Source: an optimization exercise on an open RTL-to-GDS flow (aim: small area, a short achievable clock period and few clock cycles per item). Production flows keep margins and buffers that such runs may drop.
In this exercise RTL edits were held to simulation tests only and were not proved equivalent to the original.
Power and IR drop assume default switching activity.

==> inputs of job 9046 <==
==> flow/design.v <==
package ssrs_pkg;
    localparam int POS_W      = 20;
    localparam int SPEED_W    = 17;
    localparam int STOP_W     = 16;
    localparam int CONFIRM_W  = 8;
    localparam int SEQ_W      = 32;
    localparam int STREAK_O_W = 16;
    localparam int IN_DATA_W  = 120;
    localparam int OUT_DATA_W = 48;
    localparam int CFG_IDX_W  = 8;
endpackage
module ssrs_mod_step #(
    parameter int R = 0
) (
    input  logic [19:0] x_i,
    input  logic [19:0] len,
    input  logic        hz,
    input  logic        en,
    output logic [19:0] x_o
);
    logic [R:0]   trial;
    logic [R+1:0] diff;
    logic         ge;
    always_comb
    begin
        trial = x_i[19:19-R];
        diff  = {1'b0, trial} - {1'b0, len[R:0]};
        ge    = en && hz && !diff[R+1];
        x_o   = x_i;
        x_o[19:19-R] = ge ? diff[R:0] : trial;
    end
endmodule
module safe_stop_release_supervisor_top #(
    parameter int POS_BITS    = 20,
    parameter int STREAK_BITS = 16
) (
    input  logic                                clk,
    input  logic                                rst_n,
    input  logic [1:0]                          s_tuser,
    input  logic [ssrs_pkg::IN_DATA_W-1:0]      s_tdata,
    input  logic                                s_tvalid,
    output logic                                s_tready,
    output logic [ssrs_pkg::OUT_DATA_W-1:0]     m_tdata,
    output logic                                m_tvalid,
    input  logic                                m_tready,
    input  logic                                cfg_valid,
    output logic                                cfg_ready,
    input  logic [ssrs_pkg::CFG_IDX_W-1:0]      cfg_index,
    input  logic [ssrs_pkg::POS_W-1:0]          cfg_data
);
    localparam logic [19:0] CUT = 20'b1010_1010_1010_1010_1010;
    localparam int F_V   = 0;    
    localparam int F_EV  = 1;    
    localparam int F_ACT = 2;    
    localparam int F_AV  = 3;    
    localparam int F_CAN = 4;    
    localparam int F_STP = 5;    
    localparam int F_CI  = 6;    
    localparam int F_CH  = 7;    
    localparam int F_NEG = 8;    
    localparam int FW    = 9;
    logic advance;
    logic out_valid;
    assign advance   = !out_valid || m_tready;
    assign s_tready  = advance;
    assign cfg_ready = 1'b1;
    logic [3:0]  cfg_we;
    logic [19:0] cfg_wdata;
    logic [19:0] track_len;
    logic [19:0] pass_margin;
    logic [15:0] stop_speed;
    logic [7:0]  confirm;
    always_ff @(posedge clk or negedge rst_n)
    begin
        if (!rst_n)
            cfg_we <= '0;
        else
            for (int i = 0; i < 4; i++)
                cfg_we[i] <= cfg_valid && (cfg_index == 8'(i));
    end
    always_ff @(posedge clk)
        cfg_wdata <= cfg_data;
    always_ff @(posedge clk or negedge rst_n)
    begin
        if (!rst_n)
        begin
            track_len   <= '0;
            pass_margin <= '0;
            stop_speed  <= '0;
            confirm     <= 8'd1;
        end
        else
        begin
            if (cfg_we[0]) track_len   <= cfg_wdata;
            if (cfg_we[1]) pass_margin <= cfg_wdata;
            if (cfg_we[2]) stop_speed  <= cfg_wdata[15:0];
            if (cfg_we[3]) confirm     <= cfg_wdata[7:0];
        end
    end
    logic        l0_v;
    logic [1:0]  l0_kind;
    logic [19:0] l0_pos;      
    logic [19:0] l0_dng;
    logic [16:0] l0_spd;
    logic [3:0]  l0_flg;      
    logic [31:0] l0_frm;
    always_ff @(posedge clk or negedge rst_n)
    begin
        if (!rst_n)
            l0_v <= 1'b0;
        else if (advance)
            l0_v <= s_tvalid && (s_tuser != 2'd3);
    end
    always_ff @(posedge clk)
    begin
        if (advance)
        begin
            l0_kind <= s_tuser;
            l0_pos  <= s_tuser[0] ? s_tdata[92:73] : s_tdata[19:0];
            l0_dng  <= s_tdata[112:93];
            l0_spd  <= s_tdata[36:20];
            l0_flg  <= s_tdata[40:37];
            l0_frm  <= s_tdata[72:41];
        end
    end
    logic        latched;
    logic [19:0] start;
    logic [31:0] lf_cand;
    logic        lf_zero;      
    logic        s1_ev, s1_act, s1_rst;
    logic [20:0] s1_d;
    logic [19:0] s1_mag;
    logic [17:0] s1_ssum;
    logic        s1_stop;
    logic        s1_cc;
    logic        s1_fdiff;
    logic [19:0] s1_x;
    logic [FW-1:0] s1_f;
    always_comb
    begin
        s1_ev   = l0_v && (l0_kind == 2'd0);
        s1_act  = l0_v && (l0_kind == 2'd1);
        s1_rst  = l0_v && (l0_kind == 2'd2);
        s1_d    = {1'b0, l0_pos} - {1'b0, start};
        s1_mag  = s1_d[19:0] ^ {20{s1_d[20]}};
        s1_ssum = {l0_spd[16], l0_spd} + {2'b00, stop_speed};
        s1_stop = l0_spd[16] ? !s1_ssum[17] : (l0_spd[15:0] <= stop_speed);
        s1_cc   = s1_stop && !l0_flg[2] && l0_flg[3];
        s1_fdiff = lf_zero ? (l0_frm != 32'd0) : (l0_frm != lf_cand);
        if (s1_ev)
            s1_x = s1_mag;
        else if (s1_act)
            s1_x = l0_dng;
        else
            s1_x = '0;
        s1_f        = '0;
        s1_f[F_V]   = l0_v;
        s1_f[F_EV]  = s1_ev;
        s1_f[F_ACT] = latched;
        s1_f[F_AV]  = l0_flg[0];
        s1_f[F_CAN] = l0_flg[1];
        s1_f[F_STP] = s1_stop;
        s1_f[F_CI]  = s1_cc && s1_fdiff;
        s1_f[F_CH]  = s1_cc && !s1_fdiff;
        s1_f[F_NEG] = s1_d[20];
    end
    always_ff @(posedge clk or negedge rst_n)
    begin
        if (!rst_n)
            latched <= 1'b0;
        else if (advance)
        begin
            if (s1_act)
                latched <= 1'b1;
            else if (s1_rst)
                latched <= 1'b0;
        end
    end
    always_ff @(posedge clk)
    begin
        if (advance)
        begin
            if (s1_act)
                start <= l0_pos;
            if (s1_act || s1_rst)
                lf_zero <= 1'b1;
            else if (s1_ev && latched)
                lf_zero <= !s1_cc;
            if (s1_ev && latched)
                lf_cand <= l0_frm;
        end
    end
    logic [19:0] hz;
    always_comb
        for (int r = 0; r < 20; r++)
            hz[r] = (r == 19) ? 1'b1 : ((track_len >> (r + 1)) == 20'd0);
    logic [20:0][19:0]   xi;
    logic [19:0][19:0]   xo;
    logic [20:0][FW-1:0] fi;
    assign xi[0] = s1_x;
    assign fi[0] = s1_f;
    for (genvar r = 0; r < 20; r++)
    begin : g_row
        ssrs_mod_step #(.R(r)) u_step (
            .x_i (xi[r]),
            .len (track_len),
            .hz  (hz[r]),
            .en  (fi[r][F_EV]),
            .x_o (xo[r])
        );
        if (CUT[r])
        begin : g_reg
            logic          v_q;
            logic [FW-1:1] f_q;
            logic [19:0]   x_q;
            always_ff @(posedge clk or negedge rst_n)
            begin
                if (!rst_n)
                    v_q <= 1'b0;
                else if (advance)
                    v_q <= fi[r][F_V];
            end
            always_ff @(posedge clk)
            begin
                if (advance)
                begin
                    f_q <= fi[r][FW-1:1];
                    x_q <= xo[r];
                end
            end
            assign xi[r+1] = x_q;
            assign fi[r+1] = {f_q, v_q};
        end
        else
        begin : g_wire
            assign xi[r+1] = xo[r];
            assign fi[r+1] = fi[r];
        end
    end
    logic [19:0]   e_r;
    logic [FW-1:0] e_f;
    logic          e_load, e_eva;
    logic [19:0]   danger;
    logic [19:0]   danger_next;
    logic [20:0]   pneed;          
    logic [21:0]   lp;             
    logic          c1, c2, c3, c4, passed;
    logic [15:0]   avoid, clear;
    logic [15:0]   avoid_next, clear_next;
    logic [7:0]    need;
    logic          cb, cc;
    assign e_r    = xi[20];
    assign e_f    = fi[20];
    assign e_load = e_f[F_V] && !e_f[F_EV];
    assign e_eva  = e_f[F_V] && e_f[F_EV] && e_f[F_ACT];
    always_comb
    begin
        danger_next = (advance && e_load) ? e_r : danger;
        lp   = {2'b00, track_len} - {1'b0, pneed};
        c1   = {e_r, 1'b0} < {1'b0, track_len};
        c2   = {1'b0, e_r} >= pneed;
        c3   = {e_r, 1'b1} >= {1'b0, track_len};
        c4   = !lp[21] && ({2'b00, e_r} < lp);
        passed = (track_len != 20'd0) && (e_f[F_NEG] ? (c3 && c4) : (c1 && c2));
        if (e_load)
            avoid_next = '0;
        else if (e_eva)
            avoid_next = e_f[F_AV] ? ((avoid == 16'hFFFF) ? avoid : avoid + 16'd1) : 16'd0;
        else
            avoid_next = avoid;
        if (e_load)
            clear_next = '0;
        else if (e_eva)
            clear_next = e_f[F_CI] ? ((clear == 16'hFFFF) ? clear : clear + 16'd1)
                       : (e_f[F_CH] ? clear : 16'd0);
        else
            clear_next = clear;
        need = (confirm == 8'd0) ? 8'd1 : confirm;
        cb   = e_f[F_CAN] && (avoid_next >= {8'd0, need});
        cc   = clear_next >= {8'd0, need};
    end
    always_ff @(posedge clk)
    begin
        danger <= danger_next;
        pneed  <= {1'b0, danger_next} + {1'b0, pass_margin};
    end
    logic       o_act, o_pass, o_stp, o_b, o_c, o_ok, o_ho;
    logic [1:0] o_cause;
    always_ff @(posedge clk or negedge rst_n)
    begin
        if (!rst_n)
        begin
            out_valid <= 1'b0;
            avoid     <= '0;
            clear     <= '0;
        end
        else if (advance)
        begin
            out_valid <= e_f[F_V] && e_f[F_EV];
            avoid     <= avoid_next;
            clear     <= clear_next;
        end
    end
    always_ff @(posedge clk)
    begin
        if (advance)
        begin
            o_act   <= e_eva;
            o_pass  <= e_eva && passed;
            o_stp   <= e_eva && e_f[F_STP];
            o_b     <= e_eva && cb;
            o_c     <= e_eva && cc;
            o_ok    <= e_eva && (passed || cb || cc);
            o_ho    <= !e_eva || passed || (!cb && cc);
            o_cause <= !e_eva ? 2'd0 : passed ? 2'd1 : cb ? 2'd2 : cc ? 2'd3 : 2'd0;
        end
    end
    assign m_tvalid = out_valid;
    assign m_tdata  = {6'd0, clear, avoid, o_ho, o_cause, o_ok, o_c, o_b, o_pass, o_stp, o_pass, o_act};
endmodule
==> flow/run.sh <==
#!/bin/bash
# synth_recipe.tcl (not shown) runs the flow's synth.tcl, then flattens the netlist and writes it again
# the make line also repeats each setting of config.mk as NAME=value (left out here)
make -C /OpenROAD-flow-scripts/flow DESIGN_CONFIG=/design/flow/config.mk WORK_HOME=/design/flow/orfs CLKGATE_MAP_FILE= SYNTH_SCRIPT=/design/flow/synth_recipe.tcl finish
==> flow/config.mk <==
export PLATFORM = sky130hd
export DESIGN_NAME = safe_stop_release_supervisor_top
export DESIGN_NICKNAME = safe_stop_release_supervisor_top
export VERILOG_FILES = /design/flow/design.v
export SDC_FILE = /design/flow/constraint.sdc
export NUM_CORES = 4
export LEC_CHECK = 0
export CAP_MARGIN = 20
export CORE_MARGIN = 2
export CORE_UTILIZATION = 40
export SLEW_MARGIN = 20
==> flow/constraint.sdc <==
create_clock -name core_clock -period 8.0 [get_ports {clk}]
set_input_delay 1.6000 -clock core_clock [delete_from_list [all_inputs] [get_ports {clk}]]
set_output_delay 1.6000 -clock core_clock [all_outputs]
set_load 0.01 [all_outputs]
==> job 8812 (differences from job 9046) <==
- ABC_CLOCK_PERIOD_IN_PS: unset -> 2800
- SETUP_SLACK_MARGIN: unset -> 5
==> job 5227 (differences from job 9046) <==
--- a/flow/design.v
+++ b/flow/design.v
@@ -18,16 +18,57 @@
     input  logic        en,
     output logic [19:0] x_o
 );
-    logic [R:0]   trial;
-    logic [R+1:0] diff;
-    logic         ge;
+    logic [R:0] trial;
+    logic [R:0] diff;
+    logic       nb;
+    logic       ge;
+    assign trial = x_i[19:19-R];
+    ssrs_add #(.N(R + 1)) u_sub (
+        .a  (trial),
+        .b  (~len[R:0]),
+        .ci (1'b1),
+        .s  (diff),
+        .co (nb)
+    );
     always_comb
     begin
-        trial = x_i[19:19-R];
-        diff  = {1'b0, trial} - {1'b0, len[R:0]};
-        ge    = en && hz && !diff[R+1];
-        x_o   = x_i;
-        x_o[19:19-R] = ge ? diff[R:0] : trial;
+        ge  = en && hz && nb;
+        x_o = x_i;
+        x_o[19:19-R] = ge ? diff : trial;
+    end
+endmodule
+module ssrs_add #(
+    parameter int N = 8
+) (
+    input  logic [N-1:0] a,
+    input  logic [N-1:0] b,
+    input  logic         ci,
+    output logic [N-1:0] s,
+    output logic         co
+);
+    logic [N-1:0] g, p, x;
+    logic [N-1:0] gg, pp;
+    logic [N:0]   c;
+    always_comb
+    begin
+        x  = a ^ b;
+        g  = a & b;
+        p  = a | b;
+        g[0] = g[0] | (p[0] & ci);
+        gg = g;
+        pp = p;
+        for (int k = 0; (1 << k) < N; k++)
+            for (int i = 0; i < N; i++)
+                if (((i >> k) & 1) == 1)
+                begin
+                    gg[i] = gg[i] | (pp[i] & gg[((i >> k) << k) - 1]);
+                    pp[i] = pp[i] & pp[((i >> k) << k) - 1];
+                end
+        c[0] = ci;
+        for (int i = 0; i < N; i++)
+            c[i+1] = gg[i];
+        s  = x ^ c[N-1:0];
+        co = c[N];
     end
 endmodule
 module safe_stop_release_supervisor_top #(
@@ -130,21 +171,30 @@
     logic        s1_ev, s1_act, s1_rst;
     logic [20:0] s1_d;
     logic [19:0] s1_mag;
-    logic [17:0] s1_ssum;
     logic        s1_stop;
     logic        s1_cc;
     logic        s1_fdiff;
     logic [19:0] s1_x;
     logic [FW-1:0] s1_f;
+    logic [19:0] s1_dd;
+    logic        s1_ge;
+    logic [16:0] s1_nsum;
+    logic [15:0] s1_psum;
+    logic        s1_nstop, s1_pstop;
+    ssrs_add #(.N(20)) u_dist (
+        .a (l0_pos), .b (~start), .ci (1'b1), .s (s1_dd), .co (s1_ge));
+    ssrs_add #(.N(17)) u_nspd (
+        .a ({1'b0, stop_speed}), .b (l0_spd), .ci (1'b0), .s (s1_nsum), .co (s1_nstop));
+    ssrs_add #(.N(16)) u_pspd (
+        .a (stop_speed), .b (~l0_spd[15:0]), .ci (1'b1), .s (s1_psum), .co (s1_pstop));
     always_comb
     begin
         s1_ev   = l0_v && (l0_kind == 2'd0);
         s1_act  = l0_v && (l0_kind == 2'd1);
         s1_rst  = l0_v && (l0_kind == 2'd2);
-        s1_d    = {1'b0, l0_pos} - {1'b0, start};
+        s1_d    = {!s1_ge, s1_dd};
         s1_mag  = s1_d[19:0] ^ {20{s1_d[20]}};
-        s1_ssum = {l0_spd[16], l0_spd} + {2'b00, stop_speed};
-        s1_stop = l0_spd[16] ? !s1_ssum[17] : (l0_spd[15:0] <= stop_speed);
+        s1_stop = l0_spd[16] ? s1_nstop : s1_pstop;
         s1_cc   = s1_stop && !l0_flg[2] && l0_flg[3];
         s1_fdiff = lf_zero ? (l0_frm != 32'd0) : (l0_frm != lf_cand);
         if (s1_ev)
@@ -243,46 +293,59 @@
     logic [19:0]   danger;
     logic [19:0]   danger_next;
     logic [20:0]   pneed;          
-    logic [21:0]   lp;             
     logic          c1, c2, c3, c4, passed;
     logic [15:0]   avoid, clear;
     logic [15:0]   avoid_next, clear_next;
     logic [7:0]    need;
-    logic          cb, cc;
+    logic          cb, cc, cb_ge, cc_ge;
     assign e_r    = xi[20];
     assign e_f    = fi[20];
     assign e_load = e_f[F_V] && !e_f[F_EV];
     assign e_eva  = e_f[F_V] && e_f[F_EV] && e_f[F_ACT];
+    logic [15:0] avoid_inc, clear_inc, ge_s0, ge_s1;
+    logic        avoid_max, clear_max;
+    logic [20:0] c_s1, c_s2, c_s3, c_s5;
+    logic [20:0] lp_s;
+    logic        ge1, ge_lp, lp_ok;
+    logic [20:0] pneed_s;
+    logic        pneed_c;
+    ssrs_add #(.N(21)) u_c1 (.a ({e_r, 1'b0}), .b (~{1'b0, track_len}), .ci (1'b1), .s (c_s1), .co (ge1));
+    ssrs_add #(.N(21)) u_c2 (.a ({1'b0, e_r}), .b (~pneed), .ci (1'b1), .s (c_s2), .co (c2));
+    ssrs_add #(.N(21)) u_c3 (.a ({e_r, 1'b1}), .b (~{1'b0, track_len}), .ci (1'b1), .s (c_s3), .co (c3));
+    ssrs_add #(.N(21)) u_lp (.a ({1'b0, track_len}), .b (~pneed), .ci (1'b1), .s (lp_s), .co (lp_ok));
+    ssrs_add #(.N(21)) u_c4 (.a ({1'b0, e_r}), .b (~lp_s), .ci (1'b1), .s (c_s5), .co (ge_lp));
+    ssrs_add #(.N(16)) u_ainc (.a (avoid), .b (16'd0), .ci (1'b1), .s (avoid_inc), .co (avoid_max));
+    ssrs_add #(.N(16)) u_cinc (.a (clear), .b (16'd0), .ci (1'b1), .s (clear_inc), .co (clear_max));
+    ssrs_add #(.N(16)) u_cb (.a (avoid_next), .b (~{8'd0, need}), .ci (1'b1), .s (ge_s0), .co (cb_ge));
+    ssrs_add #(.N(16)) u_cc (.a (clear_next), .b (~{8'd0, need}), .ci (1'b1), .s (ge_s1), .co (cc_ge));
+    ssrs_add #(.N(20)) u_pn (.a (danger_next), .b (pass_margin), .ci (1'b0), .s (pneed_s[19:0]), .co (pneed_c));
     always_comb
     begin
         danger_next = (advance && e_load) ? e_r : danger;
-        lp   = {2'b00, track_len} - {1'b0, pneed};
-        c1   = {e_r, 1'b0} < {1'b0, track_len};
-        c2   = {1'b0, e_r} >= pneed;
-        c3   = {e_r, 1'b1} >= {1'b0, track_len};
-        c4   = !lp[21] && ({2'b00, e_r} < lp);
+        c1   = !ge1;
+        c4   = lp_ok && !ge_lp;
         passed = (track_len != 20'd0) && (e_f[F_NEG] ? (c3 && c4) : (c1 && c2));
         if (e_load)
             avoid_next = '0;
         else if (e_eva)
-            avoid_next = e_f[F_AV] ? ((avoid == 16'hFFFF) ? avoid : avoid + 16'd1) : 16'd0;
+            avoid_next = e_f[F_AV] ? (avoid_max ? avoid : avoid_inc) : 16'd0;
         else
             avoid_next = avoid;
         if (e_load)
             clear_next = '0;
         else if (e_eva)
-            clear_next = e_f[F_CI] ? ((clear == 16'hFFFF) ? clear : clear + 16'd1)
+            clear_next = e_f[F_CI] ? (clear_max ? clear : clear_inc)
                        : (e_f[F_CH] ? clear : 16'd0);
         else
             clear_next = clear;
         need = (confirm == 8'd0) ? 8'd1 : confirm;
-        cb   = e_f[F_CAN] && (avoid_next >= {8'd0, need});
-        cc   = clear_next >= {8'd0, need};
+        cb   = e_f[F_CAN] && cb_ge;
+        cc   = cc_ge;
     end
     always_ff @(posedge clk)
     begin
         danger <= danger_next;
-        pneed  <= {1'b0, danger_next} + {1'b0, pass_margin};
+        pneed  <= {pneed_c, pneed_s[19:0]};
     end
     logic       o_act, o_pass, o_stp, o_b, o_c, o_ok, o_ho;
     logic [1:0] o_cause;
- ABC_CLOCK_PERIOD_IN_PS: unset -> 3000
- SETUP_SLACK_MARGIN: unset -> 5
==> run notes <==
The lowest first-iteration DRC count belongs to job 9046, the highest to job 8812.
Non-clock buffer count, highest first: job 5227, job 8812, job 9046.
In job 5227 the worst hold slack is lower than in job 8812, by 0.0038 ns.
Against job 9046, the power of job 5227 is lower by about 8%.
The highest count of clock-buffer cells in the layout belongs to job 5227, the lowest to job 9046.
Of job 8812 and job 9046, job 8812 has the higher critical path depth (gap 5).
Between job 5227 and job 8812, the lower core utilization is in job 8812 (gap 0.15 points).
Register-to-register slack, highest first: job 8812, job 5227, job 9046.
Sequential cell count is the same in job 9046 and job 8812.
==> figures <==
metric                                                         job 5227                 job 9046                 job 8812
Outcome                                no timing/DRC/antenna violations  no timing/DRC/antenna violations  no timing/DRC/antenna violations
Cell area after layout                                      50,600 um^2              43,400 um^2              48,700 um^2
Power Total                                                     17.3 mW                  18.9 mW                  22.4 mW
Endpoint of the worst hold-timing path            g_row[5].g_reg.x_q[3]   g_row[11].g_reg.x_q[7]    g_row[5].g_reg.x_q[8]
Number of clock buffers in the layout                                95                       86                       94
Non-clock inverter count                                            467                      233                      234
Fraction of met3 tracks used by global routing                    2.82%                    2.67%                    3.19%
Sw power                                                        6.53 mW                  7.28 mW                  8.58 mW
Crit Path Max Fanout                                                  8                       21                        8
Max-Slew Margin vs Limit                                          30.5%                    30.6%                    30.7%
Xor and xnor area share after synthesis                           4.73%                    5.59%                    5.59%
Antenna diodes                                                        0                        0                        2
Slowest Stage Delay on Critical Path                            0.48 ns                  0.71 ns                  0.47 ns
Via density per instance                                           5.04                     5.18                     5.20
Hpwl dp                                                         61.6 mm                  62.5 mm                  62.0 mm
Transition time of the tightest slew-check pin                  1.04 ns                  1.04 ns                  1.03 ns
Fraction of area in multi-input gates                             43.5%                    44.4%                    44.4%
Tapcell Cnt                                                       1,276                    1,254                    1,254
Worst setup path endpoint                       g_row[19].g_reg.x_q[15]  g_row[17].g_reg.x_q[12]  g_row[17].g_reg.x_q[10]
Initial DRC count                                                 1,567                    1,289                    1,659
Testbench counts of job 9046, summed over its fixed seeds: cycles 24,096, items 23,331.
Testbench counts of job 8812, summed over its fixed seeds: cycles 24,096, items 23,331.
Testbench counts of job 5227, summed over its fixed seeds: cycles 24,096, items 23,331.

==> port drivers added, routing unchanged <==
Ports are ideal in the flow. The routed layouts listed here were re-timed in OpenROAD.
Step 1 (the two cells are an assumption about what drives the block):
set clk [get_ports {clk}]
set_driving_cell -lib_cell sky130_fd_sc_hd__clkbuf_16 $clk
set_driving_cell -lib_cell sky130_fd_sc_hd__buf_2 [delete_from_list [all_inputs] $clk]
Step 2 adds t to the input delays and takes it off the output delays; t is the mean of the earliest and latest rising clock arrival at the registers after step 1. Input paths then give back, and output paths get back, about the clock's delay inside the block.
Three values: ideal, step 1, step 2; two values: the first two.
| run | t, ns | setup slack, ns | worst hold slack (ns) |
|---|---|---|---|
| job 9046 | 0.675 | 1.537 / 1.537 / 1.537 | 0.400 / 0.400 / 0.400 |
| job 8812 | 0.681 | 2.635 / 2.635 / 2.635 | 0.402 / 0.402 / 0.402 |
| job 5227 | 0.691 | 2.056 / 2.056 / 2.056 | 0.399 / 0.399 / 0.399 |
After both steps every run listed still meets setup and hold.
